Source: an optimization exercise on an open RTL-to-GDS flow (aim: small area and a short achievable clock period). Production flows keep margins and buffers that such runs may drop.
Function was checked by simulation only, so behaviour that the tests miss may differ from the original.
Power figures rest on the tool's default switching activity, not on a simulated workload.

## design/flow/config.mk

```make
export PLATFORM = sky130hd
export DESIGN_NAME = lambda_layer_top
export DESIGN_NICKNAME = lambda_layer_top
export VERILOG_FILES = /design/flow/design.v
export SDC_FILE = /design/flow/constraint.sdc
export NUM_CORES = 4
export LEC_CHECK = 0
export CAP_MARGIN = 20
export CORE_MARGIN = 2
export CORE_UTILIZATION = 40
export SLEW_MARGIN = 20
```

## design/flow/constraint.sdc

```tcl
create_clock -name core_clock -period 8.0 [get_ports {clk}]
set_input_delay 1.6000 -clock core_clock [delete_from_list [all_inputs] [get_ports {clk}]]
set_output_delay 1.6000 -clock core_clock [all_outputs]
set_load 0.01 [all_outputs]
```

## design/flow/design.v

```verilog
`default_nettype none
package lambda_pkg;
    localparam int FRAC_BITS    = 8;
    localparam int SOFTPLUS_LAT = 2;
    localparam int SQRT_LAT     = 12;
    localparam int TOTAL_LAT    = 1 + SOFTPLUS_LAT + SQRT_LAT + 1 + 1;
    localparam int AXIL_ADDR_W = 4;
    localparam logic [AXIL_ADDR_W-1:0] REG_CTRL  = 4'h0;   
    localparam logic [AXIL_ADDR_W-1:0] REG_SEED  = 4'h4;   
    localparam logic [AXIL_ADDR_W-1:0] REG_COUNT = 4'h8;   
    localparam logic [15:0] LFSR_TAPS = 16'hB400;   
    localparam logic [127:0] SP_SLOPE = {
        16'h00F8, 16'h00EC, 16'h00D0, 16'h009F,
        16'h0061, 16'h0030, 16'h0014, 16'h0008
    };
    localparam logic [127:0] SP_ICEPT = {
        16'h0024, 16'h0049, 16'h0080, 16'h00B1,
        16'h00B1, 16'h0080, 16'h0049, 16'h0024
    };
    localparam logic [1:0] IDLE       = 2'd0;
    localparam logic [1:0] WRITE_RESP = 2'd1;
    localparam logic [1:0] READ_DATA  = 2'd2;
    localparam logic [1:0] OKAY   = 2'b00;
    localparam logic [1:0] SLVERR = 2'b10;
endpackage
`default_nettype wire
`timescale 1ns/1ps
`default_nettype none
module lambda_ctrl_regs #(
    parameter logic [15:0] RESET_SEED = 16'hACE1
) (
    input  wire                               clk,
    input  wire                               reset,
    input  wire [lambda_pkg::AXIL_ADDR_W-1:0] s_axil_awaddr,
    input  wire                               s_axil_awvalid,
    output logic                              s_axil_awready,
    input  wire [31:0]                        s_axil_wdata,
    input  wire [3:0]                         s_axil_wstrb,
    input  wire                               s_axil_wvalid,
    output logic                              s_axil_wready,
    output logic [1:0]                        s_axil_bresp,
    output logic                              s_axil_bvalid,
    input  wire                               s_axil_bready,
    input  wire [lambda_pkg::AXIL_ADDR_W-1:0] s_axil_araddr,
    input  wire                               s_axil_arvalid,
    output logic                              s_axil_arready,
    output logic [31:0]                       s_axil_rdata,
    output logic [1:0]                        s_axil_rresp,
    output logic                              s_axil_rvalid,
    input  wire                               s_axil_rready,
    input  wire                               out_valid,
    output logic                              noise_en,
    output logic [15:0]                       seed_value,
    output logic                              seed_load
);
    localparam logic [lambda_pkg::AXIL_ADDR_W-1:0] REG_CTRL   = lambda_pkg::REG_CTRL;
    localparam logic [lambda_pkg::AXIL_ADDR_W-1:0] REG_SEED   = lambda_pkg::REG_SEED;
    localparam logic [lambda_pkg::AXIL_ADDR_W-1:0] REG_COUNT  = lambda_pkg::REG_COUNT;
    localparam logic [1:0]                         IDLE       = lambda_pkg::IDLE;
    localparam logic [1:0]                         WRITE_RESP = lambda_pkg::WRITE_RESP;
    localparam logic [1:0]                         READ_DATA  = lambda_pkg::READ_DATA;
    localparam logic [1:0]                         OKAY       = lambda_pkg::OKAY;
    localparam logic [1:0]                         SLVERR     = lambda_pkg::SLVERR;
    logic [1:0]  state;
    logic        wr_req;
    logic        rd_req;
    logic        wr_ok;
    logic [15:0] seed_q;
    logic [31:0] count_q;
    logic [31:0] rd_word;
    assign wr_req = (state == IDLE) && s_axil_awvalid && s_axil_wvalid;
    assign rd_req = (state == IDLE) && s_axil_arvalid && !wr_req;
    assign wr_ok  = (s_axil_awaddr == REG_CTRL) || (s_axil_awaddr == REG_SEED);
    assign s_axil_awready = (state == IDLE);
    assign s_axil_wready  = (state == IDLE);
    assign s_axil_arready = (state == IDLE) && !(s_axil_awvalid && s_axil_wvalid);
    assign s_axil_bvalid  = (state == WRITE_RESP);
    assign s_axil_rvalid  = (state == READ_DATA);
    assign s_axil_rresp   = OKAY;   
    assign seed_value = (seed_q == 16'h0) ? RESET_SEED : seed_q;   
    always_comb begin
        case (s_axil_araddr)
            REG_CTRL:  rd_word = {31'b0, noise_en};
            REG_SEED:  rd_word = {16'b0, seed_q};
            REG_COUNT: rd_word = count_q;
            default:   rd_word = '0;
        endcase
    end
    always_ff @(posedge clk) begin
        if (reset) begin
            state     <= IDLE;
            noise_en  <= 1'b0;
            seed_q    <= RESET_SEED;
            seed_load <= 1'b0;
            count_q   <= '0;
        end else begin
            seed_load <= wr_req && (s_axil_awaddr == REG_SEED);
            if (out_valid) begin
                count_q <= count_q + 32'd1;
            end
            case (state)
                IDLE: begin
                    if (wr_req) begin
                        state <= WRITE_RESP;
                        if (s_axil_awaddr == REG_CTRL && s_axil_wstrb[0]) begin
                            noise_en <= s_axil_wdata[0];
                        end
                        if (s_axil_awaddr == REG_SEED) begin
                            if (s_axil_wstrb[0]) seed_q[7:0]  <= s_axil_wdata[7:0];
                            if (s_axil_wstrb[1]) seed_q[15:8] <= s_axil_wdata[15:8];
                        end
                    end else if (rd_req) begin
                        state <= READ_DATA;
                    end
                end
                WRITE_RESP: if (s_axil_bready) state <= IDLE;
                READ_DATA:  if (s_axil_rready) state <= IDLE;
                default:    state <= IDLE;
            endcase
        end
    end
    always_ff @(posedge clk) begin
        if (wr_req) begin
            s_axil_bresp <= wr_ok ? OKAY : SLVERR;   
        end
        if (rd_req) begin
            s_axil_rdata <= rd_word;
        end
    end
endmodule
`default_nettype wire
`timescale 1ns/1ps
`default_nettype none
module gauss_lfsr #(
    parameter logic [15:0] RESET_SEED = 16'hACE1
) (
    input  wire        clk,
    input  wire        reset,
    input  wire        step,
    input  wire        seed_load,
    input  wire [15:0] seed_value,
    output logic [15:0] eps_raw
);
    localparam logic [15:0] LFSR_TAPS = lambda_pkg::LFSR_TAPS;
    logic [15:0] state_next;
    assign state_next = {1'b0, eps_raw[15:1]} ^ (eps_raw[0] ? LFSR_TAPS : 16'h0);
    always_ff @(posedge clk) begin
        if (reset) begin
            eps_raw <= RESET_SEED;
        end else if (seed_load) begin      
            eps_raw <= seed_value;
        end else if (step) begin
            eps_raw <= state_next;
        end
    end
endmodule
`default_nettype wire
`timescale 1ns/1ps
`default_nettype none
module softplus_slices (
    input  wire        clk,
    input  wire        reset,
    input  wire        in_valid,
    input  wire [15:0] data_in,
    output logic       out_valid,
    output logic [15:0] data_out
);
    localparam int           FRAC_BITS = lambda_pkg::FRAC_BITS;
    localparam logic [127:0] SP_SLOPE  = lambda_pkg::SP_SLOPE;
    localparam logic [127:0] SP_ICEPT  = lambda_pkg::SP_ICEPT;
    localparam logic signed [15:0] X_LIM = 16'(4 << FRAC_BITS);   
    logic signed [15:0] x_in;
    logic               v1_q;
    logic signed [15:0] x_q;
    logic [2:0]         idx_q;
    logic               below_q;
    logic               above_q;
    logic signed [31:0] lin_prod;
    logic signed [31:0] lin_val;
    assign x_in = $signed(data_in);
    always_ff @(posedge clk) begin
        if (reset) begin
            v1_q      <= 1'b0;
            out_valid <= 1'b0;
        end else begin
            v1_q      <= in_valid;
            out_valid <= v1_q;
        end
    end
    always_ff @(posedge clk) begin
        x_q     <= x_in;
        below_q <= (x_in < -X_LIM);
        above_q <= (x_in >= X_LIM);
        idx_q   <= {~data_in[10], data_in[9:8]};   
    end
    assign lin_prod = $signed(SP_SLOPE[idx_q*16 +: 16]) * x_q;
    assign lin_val  = (lin_prod >>> FRAC_BITS) + $signed(SP_ICEPT[idx_q*16 +: 16]);
    always_ff @(posedge clk) begin
        if (below_q) begin
            data_out <= '0;
        end else if (above_q) begin
            data_out <= x_q;   
        end else if (lin_val < 0) begin
            data_out <= '0;
        end else begin
            data_out <= lin_val[15:0];
        end
    end
endmodule
`default_nettype wire
`timescale 1ns/1ps
`default_nettype none
module sqrt_pipe (
    input  wire        clk,
    input  wire        reset,
    input  wire        in_valid,
    input  wire [15:0] data_in,
    output logic       out_valid,
    output logic [15:0] data_out
);
    localparam int FRAC_BITS = lambda_pkg::FRAC_BITS;
    localparam int SQRT_LAT  = lambda_pkg::SQRT_LAT;
    localparam int RW = 16 + FRAC_BITS;   
    wire [RW-1:0]       rem_w  [0:SQRT_LAT];
    wire [SQRT_LAT-1:0] root_w [0:SQRT_LAT];
    logic [SQRT_LAT:1]  valid_q;
    assign rem_w[0]  = {data_in, {FRAC_BITS{1'b0}}};
    assign root_w[0] = '0;
    for (genvar s = 0; s < SQRT_LAT; s++) begin : g_stage
        localparam int B = SQRT_LAT - 1 - s;   
        logic [RW+1:0]       delta;
        logic [RW-1:0]       rem_q;
        logic [SQRT_LAT-1:0] root_q;
        assign delta = ({{(RW+2-SQRT_LAT){1'b0}}, root_w[s]} << (B + 1))
                     + ((RW+2)'(1) << (2 * B));
        always_ff @(posedge clk) begin
            if ({2'b00, rem_w[s]} >= delta) begin
                rem_q  <= rem_w[s] - delta[RW-1:0];
                root_q <= root_w[s] | (SQRT_LAT'(1) << B);
            end else begin
                rem_q  <= rem_w[s];
                root_q <= root_w[s];
            end
        end
        assign rem_w[s+1]  = rem_q;
        assign root_w[s+1] = root_q;
    end
    always_ff @(posedge clk) begin
        if (reset) begin
            valid_q <= '0;
        end else begin
            valid_q <= {valid_q[SQRT_LAT-1:1], in_valid};
        end
    end
    assign out_valid = valid_q[SQRT_LAT];
    assign data_out  = {{(16-SQRT_LAT){1'b0}}, root_w[SQRT_LAT]};
endmodule
`default_nettype wire
`timescale 1ns/1ps
`default_nettype none
module reparam_core (
    input  wire        clk,
    input  wire        reset,
    input  wire        in_valid,
    input  wire [15:0] mean_in,
    input  wire [15:0] eps_raw,
    input  wire        noise_en,
    input  wire        sig_valid,
    input  wire [15:0] sigma,
    output logic       out_valid,
    output logic [15:0] out_lambda
);
    localparam int FRAC_BITS    = lambda_pkg::FRAC_BITS;
    localparam int SOFTPLUS_LAT = lambda_pkg::SOFTPLUS_LAT;
    localparam int SQRT_LAT     = lambda_pkg::SQRT_LAT;
    localparam int MEAN_DEPTH = 1 + SOFTPLUS_LAT + SQRT_LAT;
    localparam int EPS_DEPTH  = SOFTPLUS_LAT + SQRT_LAT - 1;   
    localparam int EPS_SHIFT  = 5;                             
    localparam logic signed [32:0] SAT_MAX = 33'sd32767;
    localparam logic signed [32:0] SAT_MIN = -33'sd32768;
    logic [15:0]        mean_dly [MEAN_DEPTH];
    logic signed [15:0] eps_dly  [EPS_DEPTH];
    logic               eps_take_q;
    logic signed [15:0] eps_scaled;
    logic signed [31:0] prod_q;
    logic               prod_valid_q;
    logic signed [32:0] sum;
    logic [15:0]        lambda_sat;
    assign eps_scaled = $signed(eps_raw) >>> EPS_SHIFT;
    always_ff @(posedge clk) begin
        if (reset) begin
            eps_take_q   <= 1'b0;
            prod_valid_q <= 1'b0;
            out_valid    <= 1'b0;
        end else begin
            eps_take_q   <= in_valid;   
            prod_valid_q <= sig_valid;
            out_valid    <= prod_valid_q;
        end
    end
    assign sum = $signed(mean_dly[MEAN_DEPTH-1]) + prod_q;
    always_comb begin
        if (sum > SAT_MAX) begin
            lambda_sat = 16'h7FFF;
        end else if (sum < SAT_MIN) begin
            lambda_sat = 16'h8000;
        end else begin
            lambda_sat = sum[15:0];
        end
    end
    always_ff @(posedge clk) begin
        mean_dly[0] <= mean_in;
        eps_dly[0]  <= (eps_take_q && noise_en) ? eps_scaled : '0;
        for (int i = 1; i < MEAN_DEPTH; i++) begin
            mean_dly[i] <= mean_dly[i-1];
        end
        for (int i = 1; i < EPS_DEPTH; i++) begin
            eps_dly[i] <= eps_dly[i-1];
        end
        prod_q     <= ($signed({1'b0, sigma}) * eps_dly[EPS_DEPTH-1]) >>> FRAC_BITS;
        out_lambda <= lambda_sat;
    end
endmodule
`default_nettype wire
`timescale 1ns/1ps
`default_nettype none
module lambda_layer_top #(
    parameter logic [15:0] RESET_SEED = 16'hACE1
) (
    input  wire                               clk,
    input  wire                               reset,
    input  wire [lambda_pkg::AXIL_ADDR_W-1:0] s_axil_awaddr,
    input  wire                               s_axil_awvalid,
    output logic                              s_axil_awready,
    input  wire [31:0]                        s_axil_wdata,
    input  wire [3:0]                         s_axil_wstrb,
    input  wire                               s_axil_wvalid,
    output logic                              s_axil_wready,
    output logic [1:0]                        s_axil_bresp,
    output logic                              s_axil_bvalid,
    input  wire                               s_axil_bready,
    input  wire [lambda_pkg::AXIL_ADDR_W-1:0] s_axil_araddr,
    input  wire                               s_axil_arvalid,
    output logic                              s_axil_arready,
    output logic [31:0]                       s_axil_rdata,
    output logic [1:0]                        s_axil_rresp,
    output logic                              s_axil_rvalid,
    input  wire                               s_axil_rready,
    input  wire                               in_valid,
    input  wire [15:0]                        in_mean,
    input  wire [15:0]                        in_var,
    output logic                              out_valid,
    output logic [15:0]                       out_lambda
);
    logic        in_valid_q;
    logic [15:0] mean_q;
    logic [15:0] var_q;
    logic        noise_en;
    logic [15:0] seed_value;
    logic        seed_load;
    logic [15:0] eps_raw;
    logic        sp_valid;
    logic [15:0] sp_data;
    logic        sig_valid;
    logic [15:0] sigma;
    always_ff @(posedge clk) begin
        if (reset) begin
            in_valid_q <= 1'b0;
        end else begin
            in_valid_q <= in_valid;
        end
    end
    always_ff @(posedge clk) begin
        mean_q <= in_mean;
        var_q  <= in_var;
    end
    lambda_ctrl_regs #(.RESET_SEED(RESET_SEED)) i_ctrl_regs (
        .clk(clk), .reset(reset),
        .s_axil_awaddr(s_axil_awaddr), .s_axil_awvalid(s_axil_awvalid),
        .s_axil_awready(s_axil_awready),
        .s_axil_wdata(s_axil_wdata), .s_axil_wstrb(s_axil_wstrb),
        .s_axil_wvalid(s_axil_wvalid), .s_axil_wready(s_axil_wready),
        .s_axil_bresp(s_axil_bresp), .s_axil_bvalid(s_axil_bvalid),
        .s_axil_bready(s_axil_bready),
        .s_axil_araddr(s_axil_araddr), .s_axil_arvalid(s_axil_arvalid),
        .s_axil_arready(s_axil_arready),
        .s_axil_rdata(s_axil_rdata), .s_axil_rresp(s_axil_rresp),
        .s_axil_rvalid(s_axil_rvalid), .s_axil_rready(s_axil_rready),
        .out_valid(out_valid), .noise_en(noise_en),
        .seed_value(seed_value), .seed_load(seed_load)
    );
    gauss_lfsr #(.RESET_SEED(RESET_SEED)) i_lfsr (
        .clk(clk), .reset(reset), .step(in_valid_q),   
        .seed_load(seed_load), .seed_value(seed_value), .eps_raw(eps_raw)
    );
    softplus_slices i_softplus (
        .clk(clk), .reset(reset), .in_valid(in_valid_q), .data_in(var_q),
        .out_valid(sp_valid), .data_out(sp_data)
    );
    sqrt_pipe i_sqrt (
        .clk(clk), .reset(reset), .in_valid(sp_valid), .data_in(sp_data),
        .out_valid(sig_valid), .data_out(sigma)
    );
    reparam_core i_core (
        .clk(clk), .reset(reset), .in_valid(in_valid_q), .mean_in(mean_q),
        .eps_raw(eps_raw), .noise_en(noise_en), .sig_valid(sig_valid), .sigma(sigma),
        .out_valid(out_valid), .out_lambda(out_lambda)
    );
endmodule
`default_nettype wire
```

## design/flow/run.sh

```bash
#!/bin/bash
# synth_recipe.tcl (not shown) runs the flow's synth.tcl, then flattens the netlist and writes it again
# the make line also repeats each setting of config.mk as NAME=value (left out here)
make -C /OpenROAD-flow-scripts/flow DESIGN_CONFIG=/design/flow/config.mk WORK_HOME=/design/flow/orfs CLKGATE_MAP_FILE= SYNTH_SCRIPT=/design/flow/synth_recipe.tcl finish
```

==> notes.md <==
cell usage after synthesis, types with 28 or more instances:
| master | instances |
|---|---|
| sky130_fd_sc_hd__ha_1 | 299 |
| sky130_fd_sc_hd__a21o_1 | 40 |
| sky130_fd_sc_hd__mux2_2 | 28 |
| sky130_fd_sc_hd__nor3_1 | 34 |
| sky130_fd_sc_hd__a21oi_1 | 120 |
| sky130_fd_sc_hd__fa_1 | 172 |
| sky130_fd_sc_hd__o21ai_0 | 96 |
| sky130_fd_sc_hd__clkbuf_1 | 72 |
| sky130_fd_sc_hd__nor2_1 | 179 |
| sky130_fd_sc_hd__dfxtp_1 | 830 |
| sky130_fd_sc_hd__nor2b_1 | 34 |
| sky130_fd_sc_hd__xor2_1 | 71 |
| sky130_fd_sc_hd__nand2b_1 | 36 |
| sky130_fd_sc_hd__inv_1 | 372 |
| sky130_fd_sc_hd__nand2_1 | 240 |
| sky130_fd_sc_hd__and2_1 | 143 |
| sky130_fd_sc_hd__nand3_1 | 40 |
| sky130_fd_sc_hd__xnor2_1 | 94 |
| sky130_fd_sc_hd__edfxtp_1 | 33 |
| sky130_fd_sc_hd__and3_1 | 42 |
cell families (layout without fill, tap and decap cells):
family | Yosys count | in the layout
and+or+nand+nor | 867 | 867
DFF | 863 | 863
adders and majority gates | 471 | 471
buffers and inverters | 464 | 724
AOI/OAI and AO/OA | 431 | 431
xor gates and xnor gates | 166 | 166
muxes | 51 | 51
other | 1 | 3
per-stage QoR:
stage / setup TNS (ns) / worst slack (ns)
floorplan: 0 / 0.0319
global placement: 0 / 0.0395
detailed placement: -0.0490 / -0.0316
CTS: 0 / 0.0279
global route: -0.323 / -0.0491
finish: 0 / 0.319
layout by cell type, fill, tap and decap left out, types with 24 or more instances in the layout:
master and instances:
sky130_fd_sc_hd__dfxtp_1 828, sky130_fd_sc_hd__xor2_1 71, sky130_fd_sc_hd__buf_4 70, sky130_fd_sc_hd__and3_1 41
sky130_fd_sc_hd__edfxtp_1 33, sky130_fd_sc_hd__ha_1 292, sky130_fd_sc_hd__nand2_1 238, sky130_fd_sc_hd__nor2b_1 34
sky130_fd_sc_hd__a21oi_1 112, sky130_fd_sc_hd__inv_1 370, sky130_fd_sc_hd__nand2b_1 36, sky130_fd_sc_hd__xnor2_1 93
sky130_fd_sc_hd__fa_1 172, sky130_fd_sc_hd__a21o_1 40, sky130_fd_sc_hd__o21ai_0 92, sky130_fd_sc_hd__o21a_1 24
sky130_fd_sc_hd__clkdlybuf4s50_1 119, sky130_fd_sc_hd__nor3_1 34, sky130_fd_sc_hd__and2_1 142, sky130_fd_sc_hd__nand3_1 40
sky130_fd_sc_hd__nor2_1 177, sky130_fd_sc_hd__clkbuf_16 89, sky130_fd_sc_hd__mux2_2 28
power groups by stage:
| stage | combinational, W | sequential, W | clock, W |
|---|---|---|---|
| floorplan | 0.00404 | 0.00536 | 0 |
| global placement | 0.00539 | 0.00552 | 0 |
| detailed placement | 0.00543 | 0.00553 | 0 |
| CTS | 0.00548 | 0.00544 | 0.00433 |
| global route | 0.00636 | 0.00552 | 0.00452 |
| finish | 0.00561 | 0.00543 | 0.00419 |
layout make-up:
| class | instances | share of cell area (%) |
|---|---|---|
| clock inverter | 44 | 1.59 |
| timing repair buffer | 193 | 4.25 |
| tap | 1165 | 3.47 |
| inverter | 373 | 3.33 |
| sequential | 863 | 41.9 |
| clock buffer | 114 | 5.71 |
| multi-input combinational | 1989 | 39.7 |
critical path, delay by kind of cell, from the launching register on:
kind	cells	cell delay (ns)
xor gates and xnor gates	1	0.14
buffers and inverters	7	0.83
and+or+nand+nor	8	1.61
adders and majority gates	9	3.62
DFF	1	0.37
AOI/OAI and AO/OA	6	1.06
flip-flops by register name, summed over array words and instances (netlist names), 32 cells and up:
| name | count |
|---|---|
| i_core.eps_dly | 143 |
| i_ctrl_regs.s_axil_rdata | 32 |
| i_sqrt.g_stage.rem_q | 185 |
| i_ctrl_regs.count_q | 32 |
| i_core.mean_dly | 240 |
| i_sqrt.g_stage.root_q | 78 |
what timing repair did:
action,4_1_cts,5_1_grt
buffers inserted,0,3
endpoints found under the setup margin,7,13
pin swaps,0,16
gates cloned,0,1
gates resized for setup,1,36
routing by layer:
| layer | track usage [%] | up-vias |
|---|---|---|
| li1 | - | 11200 |
| met1 | 17.4 | 10300 |
| met2 | 24.7 | 263 |
| met3 | 2.47 | 94 |
| met4 | 4.67 | 0 |
| met5 | 0 | - |
path summary, 6_finish.rpt:
kind	start	endpoint	slack, ns	cells past startpoint
hold / removal	i_core.eps_dly[11][0]	i_core.eps_dly[12][0]	0.32	0
hold reg to reg	i_core.eps_dly[11][0]	i_core.eps_dly[12][0]	0.32	0
setup reg to reg	i_softplus.x_q[9]	i_softplus.data_out[4]	0.32	31
setup / recovery	i_softplus.x_q[9]	i_softplus.data_out[4]	0.32	31
==> notes.md <==
Timing:
- The worst hold slack is 0.317 ns.
- The final max-slew violation count is 0.
- The setup-violating endpoint count in the final report is 0.
- The post-route clock skew is 0.0222 ns.
- Headroom to the max-slew limit came out at 40.3%.
- The transition time at the pin with the least slew margin is 0.892 ns.
- The count of endpoints failing hold in the final timing report is 0.
- The part of the cycle the worst path needs is 96.0%.
- After layout, the minimum clock period comes to 7.68 ns.
- The maximum frequency from static timing analysis is 0.130 GHz.

Floorplan:
- The core region is 88,600 um2.
- The die is 303 um tall.
- The floorplan has 109 rows.
- In this run the horizontal extent of the chip is 303 um.
- The initial standard-cell utilization of the core is 40.5%.
- For this design the top-level I/O count stands at 142.
- The die covers 92,100 um2.

Power:
- The cell internal power dissipation is 0.0102 W.
- The power density over cell area is 363 nW/um2.
- The relative contribution of the clock network to total power is 27.5%.
- The register share of total power is 35.6%.
- VDD sags by at most 0.321 mV.
- Of the total power, combinational logic draws 36.8%.
- The analysis attributes to net switching a power of 0.00506 W.
- The total power draw is 0.0152 W.
- The leakage power summed over all cells is 19.3 nW.
- Of the total power, the share spent switching nets is 33.2%.

Global routing:
- The initial antenna violation count came to 0.
- The remaining global-route overflow is 0.
- The number of global-route vias before repair was 22.2k.
- For this run, the total global-route usage over all layers was measured as 14.0%.
- The largest net degree at the start of global routing is 86.
- The first global-routing pass estimated 106 mm of wire.

Drt:
- In the final routed layout, each cell accounts on average for 13.3 um.
- Signal routing reaches up to met4.
- The first-pass iteration count of the detailed router is 5.
- Across all layers, the routed design uses 21.9k vias.
- The final routed wirelength across all metal layers is 63.1 mm.
- In this run, the number of DRC markers left after iteration 0 of detailed routing was 793.
- The residual DRC count is 0.
- Once detail routing completed, the nets flagged for antenna violations numbered 0.
- The met3 routed wirelength is 1.99 mm.
- The via-per-instance ratio is 4.62.
- The total length of routed met2 wires is 30.8 mm.
- After detailed routing, the wire length on met1 is 28.8 mm.

Logic synthesis:
- The total standard cell area after synthesis is 35,900 um2.
- The average instance in the mapped netlist occupies 10.8 um2.
- The complex-gate fraction of the synthesized area is 7.99%.
- Yosys mapped a number of flops with a built-in enable equal to 33.
- The top cell type by total area after synthesis is sky130_fd_sc_hd__dfxtp_1.
- After Yosys synthesis, XOR and XNOR cells account for 4.08% of the synthesized area.
- The primary flip-flop cell chosen by synthesis mapping is sky130_fd_sc_hd__dfxtp_1.
- After synthesis, the netlist uses 86 different library cells.
- The yosys synthesis warning count is 8.
- The portion of netlist area occupied by mux cells is 1.52%.
- The register bit count reported by yosys is 863.
- The main combinational cell family by area after synthesis is adder cells.
- Of all flip-flops after synthesis, the portion carrying an async set or reset was 0%.
- Of the total synthesized cell area, the portion taken by full adders, half adders and majority gates is 20.0%.
- The top cell type's share of synthesized area is 46.3%.
- Sequential elements use 49.1% of the synthesized area.
- Ranked by total cell area, the synthesized netlist is headed by sky130_fd_sc_hd__dfxtp_1, sky130_fd_sc_hd__ha_1, sky130_fd_sc_hd__fa_1, sky130_fd_sc_hd__inv_1, sky130_fd_sc_hd__edfxtp_1.
- After Yosys synthesis, and, or, nand and nor cells account for 12.3% of the synthesized area.
- In the synthesized netlist, the number of instances is 3,314.

Worst setup path:
- The kind of launch point of the worst setup path is a flip-flop.
- The worst setup path is of the flip-flop to flip-flop kind.
- The endpoint class of the critical path is a flip-flop.
- The largest single stage delay on the critical path is 0.55 ns.
- At the worst endpoint, the arrival time is 8.26 ns.
- By instance count, the cell type seen most on the critical path is sky130_fd_sc_hd__fa_1.
- Among all stages on the critical path, the largest delay is contributed by sky130_fd_sc_hd__fa_1.
- The required time of the critical path is 8.58 ns.
- The top fanout value on the critical path is 8.

Final layout:
- The filler cell count is 8,233.
- The final standard cell utilization of the core is 47.4%.
- The final-stage net count is 4,060.
- Compared with the post-synthesis result, the final layout area differs by 17.1%.
- Summing all multi-input logic gate instances after layout gives 16,700 um2.
- Once layout is done, the placed cells without fillers occupy 42,000 um2.
- The total inserted antenna cells is 0.
- The share of layout cells above drive strength 1 is 8.98%.
- The final non-filler cell total is 4,741.
- The register area is 17,600 um2.

Flow run:
- The number of max-cap violations is 0.

Clocking:
- At the later pin of the worst-skew pair, clock insertion delay measures 0.64 ns.
- The maximum buffer depth of the clock tree is 3.
- Counting the buffers created by CTS gives 85.
- After clock tree synthesis, the flow added hold-fix buffers numbering 0.
- The tree built by TritonCTS fans out to 863 sinks.
- The H-tree generated during clock tree synthesis spans 3 levels.
- The clock-pin slew reported for the worst setup and hold paths after clock tree synthesis is 0.07 ns.
- The master cell of the clock root buffer is sky130_fd_sc_hd__clkbuf_16.
- The CTS tree is built.

Hold path:
- The tightest min-delay check is of the flip-flop to flip-flop type.

Placed design:
- The final weighted congestion in routability-driven placement is 0.825.
- The placed instance area is 38,700 um2.
- After detailed placement, the design holds a cell count of 4,579.
- The number of port buffers is 120.
- The placed wire-length estimate after detailed placement is 46.6 mm.

Run status:
- The flow ran to the end and the layout has no timing, DRC or antenna violations.

==> what the ideal ports hide <==
In the flow no input, the clock included, has a driving cell. The finished layout below was timed again as built, in two steps.
Step 1 sets driving cells, clkbuf_16 on the clock port and buf_2 on the other inputs (assumed; they add their load-dependent delay and slew).
Step 2 times the ports against the registers' clock, not the clock port: input delays grow and output delays shrink by t, the midpoint of the rising clock arrivals with the driver on.
a / b / c = ideal ports / drivers / drivers and shift; a / b = the first two.
shift t [ns]: 0.692
setup slack, ns: 0.319 / 0.319 / 0.319
hold slack, ns: 0.317 / 0.317 / 0.317
clock arrival spread, ns: 0.023 / 0.022
worst slew at a driven data input, ns: 0.05
After both steps setup and hold are still met in this run. The setup slack of this run moves by 0.000 ns with the drivers and by 0.000 ns with both steps.
